This design comes from an exercise in tuning for small area, a short achievable clock period and few clock cycles per item on the open sky130 flow, not from production work. Function was not checked in any run shown here: the RTL went through the layout flow alone. Power is estimated from default activity; no workload was simulated.

### design/flow/config.mk
export PLATFORM = sky130hd
export DESIGN_NAME = scanline_nearest_gap_fill
export DESIGN_NICKNAME = scanline_nearest_gap_fill
export VERILOG_FILES = /design/flow/design.v
export SDC_FILE = /design/flow/constraint.sdc
export NUM_CORES = 4
export LEC_CHECK = 0
export CAP_MARGIN = 20
export CORE_MARGIN = 2
export CORE_UTILIZATION = 60
export CTS_BUF_LIST = sky130_fd_sc_hd__clkbuf_4 sky130_fd_sc_hd__clkbuf_8
export SETUP_SLACK_MARGIN = 2.55
export SLEW_MARGIN = 20
### design/flow/standard.sh
#!/bin/bash
# synth_recipe.tcl (not shown) runs the flow's synth.tcl, then flattens the netlist and writes it again
# the make line also repeats each setting of config.mk as NAME=value (left out here)
make -C /OpenROAD-flow-scripts/flow DESIGN_CONFIG=/design/flow/config.mk WORK_HOME=/design/flow/orfs CLKGATE_MAP_FILE= SYNTH_SCRIPT=/design/flow/synth_recipe.tcl "${@:-finish}"
### design/flow/design.v
`timescale 1ns / 1ps
package sngf_pkg;
   localparam int CSR_W   = 13;
   localparam int ROW_W   = 12;
   localparam int COL_W   = 12;
   localparam int LEN_W   = 13;
   localparam int COLOR_W = 24;
   localparam logic [CSR_W-1:0] ROW_WIDTH_RESET = 13'd800;
endpackage
`timescale 1ns / 1ps
`timescale 1ns / 1ps
`timescale 1ns / 1ps
`timescale 1ns / 1ps
module scanline_nearest_gap_fill (
   input  logic        clock,
   input  logic        reset,
   input  logic        req_push,
   output logic        req_full,
   input  logic [24:0] req_data,
   output logic        rsp_empty,
   input  logic        rsp_pop,
   output logic [61:0] rsp_data,
   input  logic        csr_valid,
   output logic        csr_ready,
   input  logic [12:0] csr_data
);
   logic [12:0] wid_ff;       
   logic [11:0] col_ff;
   logic [11:0] row_ff;
   logic        seen_ff;
   logic [11:0] scol_ff;      
   logic [23:0] sclr_ff;      
   logic        blk_ff;       
   logic        re_ff;        
   logic        e2_ff;        
   logic        past_ff;      
   logic        tok_ff;       
   logic        gbig_ff;      
   logic        cnz_ff;       
   logic        rinc_ff;      
   logic        ov_ff;
   logic [11:0] o_start_ff;
   logic [12:0] o_len_ff;
   logic [23:0] o_clr_ff;
   logic        o_last_ff;
   logic        pb_ff;        
   logic        pt_ff;        
   logic        pu_ff;        
   logic        odd_ff;       
   logic        pend_ff;      
   logic        fk0_ff;       
   logic        fk1_ff;       
   logic        fk2_ff;       
   logic        cn_ff;        
   logic        sampled;
   logic [23:0] new_clr;
   logic        out_free;
   logic        accept;
   logic        tail_s;
   logic        row_inc;
   logic [11:0] gap;
   logic [12:0] tail_len;
   logic [11:0] cur;
   logic [12:0] wid_in;
   logic [12:0] col_x;
   logic        ldv;          
   logic [11:0] n_start;
   logic [12:0] n_len, len_s;
   logic [23:0] n_clr;
   logic        n_last;
   logic        n_pb, n_pt, n_pu, n_odd;
   logic        n_ov, n_re, n_seen, n_gbig, n_pend;
   assign csr_ready = 1'b1;
   assign rsp_empty = !ov_ff;
   assign rsp_data  = {o_start_ff, o_len_ff, row_ff, o_clr_ff, o_last_ff};
   assign sampled  = req_data[24];
   assign new_clr  = req_data[23:0];
   assign out_free = !ov_ff || rsp_pop;
   assign req_full = fk0_ff || (fk1_ff && sampled)
                     || (!rsp_pop && (fk2_ff || (ov_ff && sampled)));
   assign accept   = req_push && !req_full;
   assign tail_s   = re_ff && !past_ff;
   assign row_inc  = rinc_ff && out_free && !pend_ff;
   assign col_x    = {1'b0, col_ff};
   assign gap      = col_ff - scol_ff;
   assign tail_len = wid_ff - {1'b0, scol_ff};
   assign cur      = o_start_ff + o_len_ff[11:0];
   always_comb begin
      if (csr_data == 13'd0)
         wid_in = 13'd1;
      else if (csr_data[12] && (csr_data[11:0] != 12'd0))
         wid_in = 13'd4096;
      else
         wid_in = csr_data;
   end
   always_comb begin
      if (!seen_ff)
         len_s = cnz_ff ? col_x : 13'd1;
      else
         len_s = gbig_ff ? {2'b00, gap[11:1]} : 13'd1;
      if (pend_ff)
         n_len = pb_ff ? o_len_ff + {12'd0, odd_ff} : 13'd1;
      else
         n_len = sampled ? len_s : tail_len;
      if (pb_ff || pu_ff)
         n_start = cur;
      else
         n_start = (sampled && !seen_ff && !pend_ff) ? 12'd0 : scol_ff;
      n_clr = (sampled && cn_ff) ? new_clr : sclr_ff;
      if (pend_ff)
         n_last = pb_ff ? !pt_ff : 1'b1;
      else if (!sampled)
         n_last = 1'b1;
      else if (!seen_ff)
         n_last = cnz_ff ? !tail_s : 1'b1;
      else
         n_last = gbig_ff ? 1'b0 : !tail_s;
   end
   always_comb begin
      ldv   = 1'b0;
      n_pb  = pb_ff;
      n_pt  = pt_ff;
      n_pu  = pu_ff;
      n_odd = odd_ff;
      if (pend_ff) begin
         if (out_free) begin
            ldv = 1'b1;
            if (pb_ff)
               n_pb = 1'b0;
            else if (pu_ff)
               n_pu = 1'b0;
            else
               n_pt = 1'b0;
            if (accept && sampled)
               n_pu = 1'b1;
         end
      end else if (accept) begin
         if (sampled && !seen_ff) begin
            ldv  = cnz_ff || tail_s;
            n_pt = cnz_ff && tail_s;
         end else if (sampled) begin
            ldv   = 1'b1;
            n_pb  = gbig_ff;
            n_odd = gap[0];
            n_pt  = tail_s;
         end else begin
            ldv = re_ff && seen_ff && tok_ff;
         end
      end
   end
   always_comb begin
      if (accept)
         n_re = re_ff ? (wid_ff == 13'd1) : e2_ff;
      else
         n_re = re_ff;
      n_ov   = ldv || (ov_ff && !rsp_pop);
      n_seen = accept ? (!re_ff && (seen_ff || sampled)) : seen_ff;
      n_gbig = accept ? !sampled : gbig_ff;
      n_pend = n_pb || n_pt || n_pu;
   end
   always_ff @(posedge clock) begin
      if (reset) begin
         wid_ff  <= sngf_pkg::ROW_WIDTH_RESET;
         col_ff  <= '0;
         row_ff  <= '0;
         rinc_ff <= 1'b0;
         seen_ff <= 1'b0;
         blk_ff  <= 1'b0;
         re_ff   <= 1'b0;
         e2_ff   <= 1'b0;
         past_ff <= 1'b0;
         cnz_ff  <= 1'b0;
         ov_ff   <= 1'b0;
         pb_ff   <= 1'b0;
         pt_ff   <= 1'b0;
         pu_ff   <= 1'b0;
         pend_ff <= 1'b0;
         fk0_ff  <= 1'b0;
         fk1_ff  <= 1'b0;
         fk2_ff  <= 1'b0;
      end else begin
         blk_ff <= csr_valid;
         if (csr_valid) wid_ff <= wid_in;
         if (blk_ff) begin
            re_ff   <= (col_x + 13'd1) >= wid_ff;
            e2_ff   <= (col_x + 13'd2) >= wid_ff;
            past_ff <= col_x >= wid_ff;
         end else begin
            re_ff <= n_re;
            if (accept) begin
               e2_ff   <= re_ff ? (wid_ff <= 13'd2) : ((col_x + 13'd3) >= wid_ff);
               past_ff <= 1'b0;
            end
         end
         if (accept) begin
            col_ff <= re_ff ? 12'd0 : col_ff + 12'd1;
            cnz_ff <= !re_ff;
         end
         seen_ff <= n_seen;
         row_ff  <= row_ff + {11'd0, row_inc};
         rinc_ff <= (accept && re_ff) || (rinc_ff && !row_inc);
         ov_ff   <= n_ov;
         pb_ff   <= n_pb;
         pt_ff   <= n_pt;
         pu_ff   <= n_pu;
         pend_ff <= n_pend;
         fk0_ff  <= csr_valid || blk_ff || (n_pend && n_re);
         fk1_ff  <= n_pend && !(n_seen && !n_gbig && !n_re && !n_pt);
         fk2_ff  <= n_ov && n_re;
      end
   end
   always_ff @(posedge clock) begin
      if (blk_ff)
         tok_ff <= wid_ff > {1'b0, scol_ff};
      else if (accept && sampled)
         tok_ff <= 1'b1;
      gbig_ff <= n_gbig;
      cn_ff   <= !n_pend && !(n_seen && n_gbig);
      if (accept && sampled) begin
         scol_ff <= col_ff;
         sclr_ff <= new_clr;
      end
      odd_ff <= n_odd;
      if (out_free) begin
         o_start_ff <= n_start;
         o_len_ff   <= n_len;
         o_clr_ff   <= n_clr;
         o_last_ff  <= n_last;
      end
   end
endmodule
### design/flow/constraint.sdc
create_clock -name core_clock -period 5.0 [get_ports {clock}]
set_input_delay 1.0000 -clock core_clock [delete_from_list [all_inputs] [get_ports {clock}]]
set_output_delay 1.0000 -clock core_clock [all_outputs]
set_load 0.01 [all_outputs]
### design/flow/flow/run.sh
#!/bin/bash
# The standard layout, with the ports buffered by a plain buffer cell
# (buffer_ports otherwise picks sky130_fd_sc_hd__clkdlybuf4s50_1).
set -euo pipefail
export BUFFER_PORTS_ARGS="-buffer_cell sky130_fd_sc_hd__buf_1"
bash standard.sh > standard_flow.log 2>&1
==> flow_summary_export.csv, run 1 <==
group,metric,value,unit
critical_path,cp_cell_sequence,"buf_8 > buf_12 > a21oi_4 > o21ai_1 > buf_2",
hold_path,hp-class,"reg2reg",
critical_path,slowest_stage,"a21oi_4",
critical_path,worstSetupPathType,"in2out",
layout,nFillCells,1151,
logic_synthesis,synth-edff-count,88,
pwr,pwr-share-comb,0.212,
pwr,clkPwrFrac,0.305,
detailed_routing,drt-wirelength-per-cell,18.7,um
logic_synthesis,ys_top_cells_by_area,"edfxtp_1 (29%), ha_1 (12%), dfxtp_1 (12%), nor2_1 (3.7%), xor2_1 (3.5%)",
detailed_routing,vias,7725,
sta,finalSetupTns,0,ns
logic_synthesis,syn-cell-area,9160,sq um
clocking,cts.sinks,142,
logic_synthesis,ys_types,79,
grt,grt_pass1_vias,7445,
critical_path,path_max_fanout,3,
logic_synthesis,yosysWarnings,1,
logic_synthesis,synth_area_per_cell,9.79,sq um
sta,fmax,383,MHz
critical_path,cp.required,4.00,ns
pwr,power_density,277,nW/um^2
sta,drv_slew,0,
sta,min_period,2.61,ns
sta,slew_headroom,0.312,
logic_synthesis,yosysTopAreaCell,"edfxtp_1",
logic_synthesis,async_reset_ff_frac,0,
critical_path,arrival,1.61,ns
critical_path,critPathMaxStageDelay,0.16,ns
pwr,pwr-share-seq,0.483,
detailed_routing,dr.pass1.iters,5,
detailed_routing,wl,23600,um
pwr,max-vdd-ir-drop,0.000157,V
layout,fin_area,10600,sq um
critical_path,critPathTopFamily,"buffers and inverters",
outcome,status,"timing/DRC/antenna clean",
placed_design,numPortBuffers,106,
critical_path,endpoint_kind,"output port",
floorplanning,die_area,16300,sq um
sta,setup-violations-final,0,
clocking,tritoncts,"done",
floorplanning,io_pins,108,
clocking,clk_latency,0.45,ns
detailed_routing,ant_nets,0,
sta,holdWs,0.490,ns
clocking,clk_pin_slew_worst_paths,0.08,ns
logic_synthesis,synth_nets,1073,
floorplanning,rows,45,
grt,grt_max_degree,52,
critical_path,critPathLaunchType,"primary input",
logic_synthesis,synth_sequential_area_ratio,0.406,
floorplanning,initial_core_util,0.609,
clocking,clockBufferDepth,2,
pwr,swShare,0.313,
clocking,cts_root_buf,"clkbuf_8",
sta,post-route-period-util,0.523,
flow_run,max_cap_viol_count,0,
logic_synthesis,synthFlopType,"edfxtp_1",
grt,grt_usage,0.293,
critical_path,cp_num_buf_inv,3,
layout,final_layout_size_suffix_gt1_frac,0.155,
clocking,htreeDepth,4,
pwr,p_int,2.02,mW
logic_synthesis,syn_inst,936,
layout,area_growth,15.8,%
placed_design,post_dp_cell_area,9680,sq um
sta,hold_viol,0,
layout,post-route-util,0.706,
layout,regArea,3760,sq um
pwr,leakagePower,4.31,nW
placed_design,dp_hpwl,17200,um
floorplanning,die_x,128,um
pwr,switching_power,0.922,mW
layout,fin_nets,1200,
sta,fin_skew,0.0122,ns
logic_synthesis,synth_top_area_share,0.288,
logic_synthesis,ys_ff_latch,142,
sta,tightest_slew,1.03,ns
grt,antenna_found_initial,0,
clocking,cts-buffers-inserted,17,
clocking,postCtsHoldBufs,0,
detailed_routing,vias_per_cell,6.11,
layout,instances_no_fill,1264,
placed_design,dp_cells,1195,
detailed_routing,drc_errors,0,
placed_design,gp_congestion,0.919,
grt,grt_overflow,0,
layout,num_antenna_cells,0,
detailed_routing,drt-initial-drc-count,489,
grt,grt_pass1_wl,37700,um
floorplanning,die_h,128,um
layout,multi_input_comb_area,5230,sq um
floorplanning,core,15000,sq um
sta,rsz0062_at_grt,"true",
registers in the layout, summed over array words and instances, names as in the netlist, 12 cells and up:
name	count
sclr_ff	24
wid_ff	13
o_len_ff	13
o_clr_ff	24
scol_ff	12
o_start_ff	12
row_ff	12
col_ff	12
cells by family after synthesis:
group,share of synthesized area
mux,0.0361
simple gates,0.148
xor+xnor,0.0641
other cells,0.000409
compound gates,0.172
buf+inv,0.0403
fa+ha+maj,0.132
flops,0.406
metrics by stage:
| stage | setup slack (ns) | power, mW |
|---|---|---|
| finish | 2.39 | 2.94 |
| global route | 2.35 | 3.08 |
| CTS | 2.40 | 2.93 |
| detailed placement | 1.71 | 2.02 |
| global placement | 1.83 | 2.00 |
| floorplan | 2.45 | 1.84 |
power by group through the flow:
stage	sequential, mW	combinational (mW)	clock [mW]
after floorplan	1.45	0.389	0
after global placement	1.45	0.552	0
after detailed placement	1.45	0.568	0
after CTS	1.42	0.597	0.911
after global routing	1.43	0.694	0.955
final	1.42	0.625	0.896
worst paths after layout:
kind,startpoint,endpoint,slack (ns),depth (start not counted)
worst max register to register,col_ff[1],e2_ff,2.51,13
worst min-delay path,rinc_ff,rinc_ff,0.49,2
worst max-delay path,req_data[24],req_full,2.39,5
worst min register to register,rinc_ff,rinc_ff,0.49,2
placed cells by master (no fill, tap or decap), drive strengths merged, types with 4 or more instances in the layout:
cell type  Yosys  final
buf           17    143
nor2          93     93
ha            91     91
edfxtp        88     88
a21oi         62     62
inv           51     59
nand2         58     58
dfxtp         54     54
o21ai         54     54
xor2          37     37
xnor2         30     30
mux2          24     24
nand3         24     24
a21o          22     22
nor3          20     20
clkbuf        22     20
nand4         15     15
nand2b        13     13
a22oi         12     12
nor3b         11     11
a211oi        11     11
a31oi          9      9
nor2b          9      9
o21a           7      7
or3            7      7
nor4           7      7
and3           6      6
and2           6      6
mux2i          6      6
o211ai         5      5
o22ai          5      5
or2            5      5
nand3b         4      4
a221oi         4      4
clkinvlp       0      4
o2111ai        4      4
layout make-up:
cell class                      instances  area share
Multi-Input combinational cell        704       0.493
Sequential cell                       142       0.355
Timing Repair Buffer                  146      0.0738
Clock buffer                           18      0.0228
Tap cell                              188      0.0222
Inverter                               51      0.0188
Clock inverter                         14      0.0137
Timing Repair inverter                  1    0.000708
per-layer routing:
| layer | up-vias | wire [um] | track usage |
|---|---|---|---|
| met1 | 3649 | 10300 | 0.383 |
| met5 | - | 0 | 0 |
| met4 | 0 | 862 | 0.129 |
| met3 | 57 | 1470 | 0.0444 |
| met2 | 322 | 11000 | 0.485 |
| li1 | 3697 | - | - |
synthesized netlist by cell type, types with 4 or more instances:
cell	instances
nand2b_1	13
xnor2_1	30
and2_1	6
o22ai_1	4
a221oi_1	4
o21ai_0	39
inv_1	50
a31oi_1	9
nor3b_1	11
a21o_1	21
mux2_2	24
edfxtp_1	88
a21oi_1	58
nor3_1	20
nand2_1	57
dfxtp_1	54
and3_1	6
clkbuf_1	22
nand4_1	15
nor2_1	91
nand3_1	24
a22oi_1	12
or3_1	6
buf_2	10
nor2b_1	9
o21ai_1	14
a211oi_1	10
o21a_1	7
nand3b_1	4
mux2i_1	6
nor4_1	6
xor2_1	37
o211ai_1	4
ha_1	91
timing repair:
action,4_1_cts,5_1_grt
resized for setup,44,26
setup buffers,12,23
cloned,2,0
pin swaps,7,7
endpoints found under the setup margin,86,40
worst reg2reg max path, stage by stage, from the launching register on:
cell and delay (ns):
dfxtp_4 0.37, buf_4 0.12, ha_2 0.23, a21oi_2 0.06, nand3b_1 0.26, buf_4 0.20, xnor2_1 0.12, ha_1 0.20
a21o_1 0.18, a21o_1 0.17, a21oi_1 0.14, nor2_1 0.07, o21ai_1 0.14, a211oi_1 0.08
==> inputs of run 2 (changes only) <==
--- a/design/flow/design.v
+++ b/design/flow/design.v
@@ -31,5 +31,6 @@
    logic [11:0] scol_ff;      
    logic [23:0] sclr_ff;      
-   logic        blk_ff;       
+   logic        blkp_ff;      
+   logic        fkw_ff;       
    logic        re_ff;        
    logic        e2_ff;        
@@ -53,4 +54,13 @@
    logic        fk2_ff;       
    logic        cn_ff;        
+   logic        full_ff;
+   logic        sk_v_ff;
+   logic        sk_smp_ff;
+   logic [23:0] sk_clr_ff;
+   logic        take;
+   logic        cv;
+   logic        blocked;
+   logic        rebuild;
+   logic        n_sk_v, n_blkp, n_fkw;
    logic        sampled;
    logic [23:0] new_clr;
@@ -74,10 +84,14 @@
    assign rsp_empty = !ov_ff;
    assign rsp_data  = {o_start_ff, o_len_ff, row_ff, o_clr_ff, o_last_ff};
-   assign sampled  = req_data[24];
-   assign new_clr  = req_data[23:0];
+   assign req_full = full_ff;
+   assign take     = req_push && !full_ff;
+   assign cv       = sk_v_ff || take;
+   assign sampled  = sk_v_ff ? sk_smp_ff : req_data[24];
+   assign new_clr  = sk_v_ff ? sk_clr_ff : req_data[23:0];
    assign out_free = !ov_ff || rsp_pop;
-   assign req_full = fk0_ff || (fk1_ff && sampled)
+   assign blocked  = fk0_ff || (fk1_ff && sampled)
                      || (!rsp_pop && (fk2_ff || (ov_ff && sampled)));
-   assign accept   = req_push && !req_full;
+   assign accept   = cv && !blocked;
+   assign rebuild  = blkp_ff && !sk_v_ff;
    assign tail_s   = re_ff && !past_ff;
    assign row_inc  = rinc_ff && out_free && !pend_ff;
@@ -158,4 +172,7 @@
       n_gbig = accept ? !sampled : gbig_ff;
       n_pend = n_pb || n_pt || n_pu;
+      n_sk_v = cv && blocked;
+      n_blkp = csr_valid || (blkp_ff && sk_v_ff);
+      n_fkw  = rebuild;
    end
    always_ff @(posedge clock) begin
@@ -166,5 +183,8 @@
          rinc_ff <= 1'b0;
          seen_ff <= 1'b0;
-         blk_ff  <= 1'b0;
+         blkp_ff <= 1'b0;
+         fkw_ff  <= 1'b0;
+         full_ff <= 1'b0;
+         sk_v_ff <= 1'b0;
          re_ff   <= 1'b0;
          e2_ff   <= 1'b0;
@@ -180,7 +200,10 @@
          fk2_ff  <= 1'b0;
       end else begin
-         blk_ff <= csr_valid;
+         blkp_ff <= n_blkp;
+         fkw_ff  <= n_fkw;
+         sk_v_ff <= n_sk_v;
+         full_ff <= n_sk_v || n_blkp || n_fkw || (n_re && n_seen && (n_ov || n_pend));
          if (csr_valid) wid_ff <= wid_in;
-         if (blk_ff) begin
+         if (rebuild) begin
             re_ff   <= (col_x + 13'd1) >= wid_ff;
             e2_ff   <= (col_x + 13'd2) >= wid_ff;
@@ -205,5 +228,5 @@
          pu_ff   <= n_pu;
          pend_ff <= n_pend;
-         fk0_ff  <= csr_valid || blk_ff || (n_pend && n_re);
+         fk0_ff  <= n_pend && n_re;
          fk1_ff  <= n_pend && !(n_seen && !n_gbig && !n_re && !n_pt);
          fk2_ff  <= n_ov && n_re;
@@ -211,5 +234,9 @@
    end
    always_ff @(posedge clock) begin
-      if (blk_ff)
+      if (!sk_v_ff) begin
+         sk_smp_ff <= req_data[24];
+         sk_clr_ff <= req_data[23:0];
+      end
+      if (rebuild)
          tok_ff <= wid_ff > {1'b0, scol_ff};
       else if (accept && sampled)
--- a/design/flow/config.mk
+++ b/design/flow/config.mk
@@ -10,4 +10,4 @@
 export CORE_UTILIZATION = 60
 export CTS_BUF_LIST = sky130_fd_sc_hd__clkbuf_4 sky130_fd_sc_hd__clkbuf_8
-export SETUP_SLACK_MARGIN = 2.55
+export SETUP_SLACK_MARGIN = 2.8
 export SLEW_MARGIN = 20
==> run 2 against run 1 <==
Net effect: wire length is 26% higher; register-to-register slack lost 0.13 ns; final area rose by 23%; die area up 11%; largest cell class unchanged; synthesized cell count is 11% higher; setup slack got worse by 0.011 ns; combinational power rose by 54%; sequential power increased by 18%.
==> flow_summary_export.csv, run 2 <==
group,metric,value,unit
clocking,htreeDepth,4,
outcome,status,"timing/DRC/antenna clean",
layout,nFillCells,1102,
critical_path,regToRegSetupSlack,2.38,ns
critical_path,critPathLaunchType,"flip-flop",
clocking,clockBufferDepth,2,
layout,fin_nets,1362,
critical_path,slowest_stage,"dfxtp_4",
detailed_routing,drt-wirelength-per-cell,20.5,um
layout,num_antenna_cells,0,
critical_path,cp.required,5.37,ns
layout,final_common_cell,"buf_1",
sta,slew_headroom,0.408,
placed_design,numPortBuffers,106,
sta,rsz0062_at_grt,"true",
hold_path,worstHoldEndpoint,"sk_clr_ff[19]",
logic_synthesis,syn-cell-area,10200,sq um
grt,grt_usage,0.309,
pwr,leakagePower,5.13,nW
hold_path,hp-class,"reg2reg",
critical_path,timing.rr.start,"col_ff[1]",
floorplanning,initial_core_util,0.616,
sta,holdWs,0.497,ns
placed_design,gp_congestion,0.919,
detailed_routing,drc_errors,0,
sta,min_period,2.62,ns
logic_synthesis,yosysTopAreaCell,"edfxtp_1",
clocking,tritoncts,"done",
logic_synthesis,synth_nets,1174,
critical_path,reg2reg_to,"re_ff",
detailed_routing,vias_per_cell,6.21,
sta,drv_slew,0,
critical_path,critical_path.startpoint,"col_ff[1]",
detailed_routing,vias,9056,
layout,fin_area,13100,sq um
clocking,cts.sinks,169,
placed_design,preCtsSetupSlack,1.25,ns
logic_synthesis,synth_area_per_cell,9.88,sq um
floorplanning,die_area,18100,sq um
sta,tightest_slew,0.887,ns
logic_synthesis,ys_top_cells_by_count,"ha_1 (91), edfxtp_1 (88), nor2_1 (82)",
logic_synthesis,async_reset_ff_frac,0,
clocking,postCtsHoldBufs,0,
detailed_routing,ant_nets,0,
sta,hold_viol,0,
logic_synthesis,yosysWarnings,1,
grt,grt_max_degree,45,
clocking,clk_latency,0.47,ns
logic_synthesis,ys_types,76,
critical_path,worstSetupPathType,"reg2reg",
critical_path,path_common_cell,"buf_6",
pwr,total_power,3.61,mW
placed_design,dp_hpwl,18700,um
floorplanning,io_pins,108,
layout,largestRegisters,"o_clr_ff x24, sclr_ff x24, sk_clr_ff x24",
sta,post-route-period-util,0.525,
grt,grt_pass1_vias,8169,
detailed_routing,drt-initial-drc-count,752,
floorplanning,die_x,135,um
logic_synthesis,synth_sequential_area_ratio,0.416,
sta,setup_ws,2.38,ns
flow_run,max_cap_viol_count,0,
floorplanning,rows,47,
pwr,power_density,275,nW/um^2
logic_synthesis,syn_inst,1037,
logic_synthesis,synth_most_common_cell,"ha_1",
clocking,clk_pin_slew_worst_paths,0.11,ns
logic_synthesis,ys_ff_latch,169,
critical_path,arrival,2.99,ns
grt,antenna_found_initial,0,
floorplanning,die_h,135,um
hold_path,min_from,"sk_clr_ff[19]",
clocking,cts_root_buf,"clkbuf_8",
sta,finalSetupTns,0,ns
clocking,cts-buffers-inserted,17,
detailed_routing,wl,29900,um
layout,final_layout_size_suffix_gt1_frac,0.293,
pwr,max-vdd-ir-drop,0.000191,V
grt,grt_overflow,0,
logic_synthesis,ys_top_cells_by_area,"edfxtp_1 (26%), dfxtp_1 (16%), ha_1 (11%), mux2_2 (5.5%), a21oi_1 (3.1%)",
critical_path,endpoint_kind,"flip-flop",
logic_synthesis,synth_top_area_share,0.258,
critical_path,path_max_fanout,4,
detailed_routing,dr.pass1.iters,5,
critical_path,cp_cell_sequence,"buf_12 > ha_4 > buf_6 > buf_6 > nand4_1 > nor2_2 > xor2_1 > ha_1 > nand4b_1 > nor4_4 > a2111oi_2 > a221oi_1",
critical_path,critPathMaxStageDelay,0.42,ns
sta,fmax,381,MHz
hold_path,hold_path_depth,1,
layout,area_growth,27.8,%
logic_synthesis,synth-edff-count,88,
placed_design,post_dp_cell_area,10900,sq um
grt,grt_pass1_wl,43600,um
sta,fin_skew,0.0197,ns
critical_path,ff2ff_path_depth,12,
logic_synthesis,synthFlopType,"edfxtp_1",
sta,setup-violations-final,0,
layout,layout_common_cells,"buf_1 (101), edfxtp_1 (88), buf_4 (85), nor2_1 (72), ha_1 (68)",
floorplanning,core,16600,sq um
-- run 2: layer usage --
| layer | vias to the layer above | global-route usage | part of all wire |
|---|---|---|---|
| met1 | 4293 | 0.426 | 0.42 |
| met4 | 0 | 0.129 | 0.041 |
| li1 | 4197 | - | - |
| met2 | 456 | 0.489 | 0.47 |
| met3 | 110 | 0.0439 | 0.068 |
| met5 | - | 0 | 0 |
-- run 2: through the flow --
stage / cells / utilization
floorplan: 1037 / -
global placement: 1316 / 0.656
detailed placement: 1316 / 0.656
CTS: 1423 / 0.749
global route: 1458 / 0.787
finish: 1458 / 0.787
-- run 2: worst max-delay path, delay by kind of cell (launching register included) --
kind,cells,cell delay (ns)
AND/OR/NAND/NOR,4,0.91
flip-flops,1,0.42
AO/OA/AOI/OAI,2,0.32
buffers and inverters,3,0.31
XOR/XNOR,1,0.09
adder cells (fa/ha/maj),2,0.47
-- run 2: cell families (layout without fill, tap and decap cells) --
logic type      after synthesis  after routing  share of synthesized area
simple gates                311            312                      0.155
compound gates              231            231                      0.150
flops                       169            169                      0.416
buf+inv                     108            308                     0.0421
fa+ha+maj                    95             95                      0.118
xor+xnor                     65             65                     0.0555
mux                          57             57                     0.0630
other cells                   1              1                   0.000366
-- run 2: how the worst max path moves through the flow --
| stage | end | slack, ns | cells past startpoint |
|---|---|---|---|
| floorplan | full_ff | 2.25 | 7 |
| global route | re_ff | 2.29 | 12 |
| detailed placement | sclr_ff[13] | 1.25 | 7 |
| CTS | e2_ff | 2.36 | 12 |
| global placement | sclr_ff[12] | 1.32 | 7 |
| finish | re_ff | 2.38 | 12 |
-- run 2: repair_timing --
item,in CTS,in global routing
buffers inserted,74,34
pin swaps,63,58
gates cloned,1,1
endpoints found under the setup margin,117,82
gates resized for setup,132,77
-- run 2: cell type report --
| cell class | count | area, sq um | share of cell area |
|---|---|---|---|
| Multi-Input combinational cell | 761 | 6430 | 0.491 |
| Sequential cell | 169 | 4310 | 0.329 |
| Timing Repair Buffer | 221 | 1450 | 0.111 |
| Tap cell | 220 | 275 | 0.0210 |
| Clock buffer | 17 | 234 | 0.0179 |
| Inverter | 55 | 226 | 0.0173 |
| Clock inverter | 15 | 175 | 0.0134 |
-- run 2: power breakdown --
part / total (mW) / switching [mW] / leakage (nW) / internal (mW)
registers: 1.67 / 0.0914 / 1.58 / 1.58
logic: 0.962 / 0.520 / 3.34 / 0.443
clock network: 0.973 / 0.592 / 0.206 / 0.382

-- separate check: timing with driven ports --
How much do the figures lean on ideal ports? The routed layouts below were timed once more, with nothing changed but the port constraints. Step 1 (the two cells are an assumption about what drives the block):
set clk [get_ports {clock}]
set_driving_cell -lib_cell sky130_fd_sc_hd__clkbuf_16 $clk
set_driving_cell -lib_cell sky130_fd_sc_hd__buf_2 [delete_from_list [all_inputs] $clk]
Step 2 adds t to the input delays and takes it off the output delays; t is the mean of the earliest and latest rising clock arrival at the registers after step 1. Input paths then give back, and output paths get back, about the clock's delay inside the block. Three values: ideal ports, drivers, drivers and shift; two values: the first two.
run	t, ns	slack for setup (ns)	clock arrival spread, ns	worst data-port slew with drivers (ns)	pins driven straight from the clock port
run 1	0.485	2.386 / 2.346 / 2.147	0.018 / 0.018	0.05	1
run 2	0.497	2.375 / 2.375 / 2.260	0.020 / 0.019	0.04	1
After both steps every run listed still meets setup and hold. For run 1, which loses most, drivers alone change the setup slack by -0.040 ns; drivers and shift together by -0.239 ns.
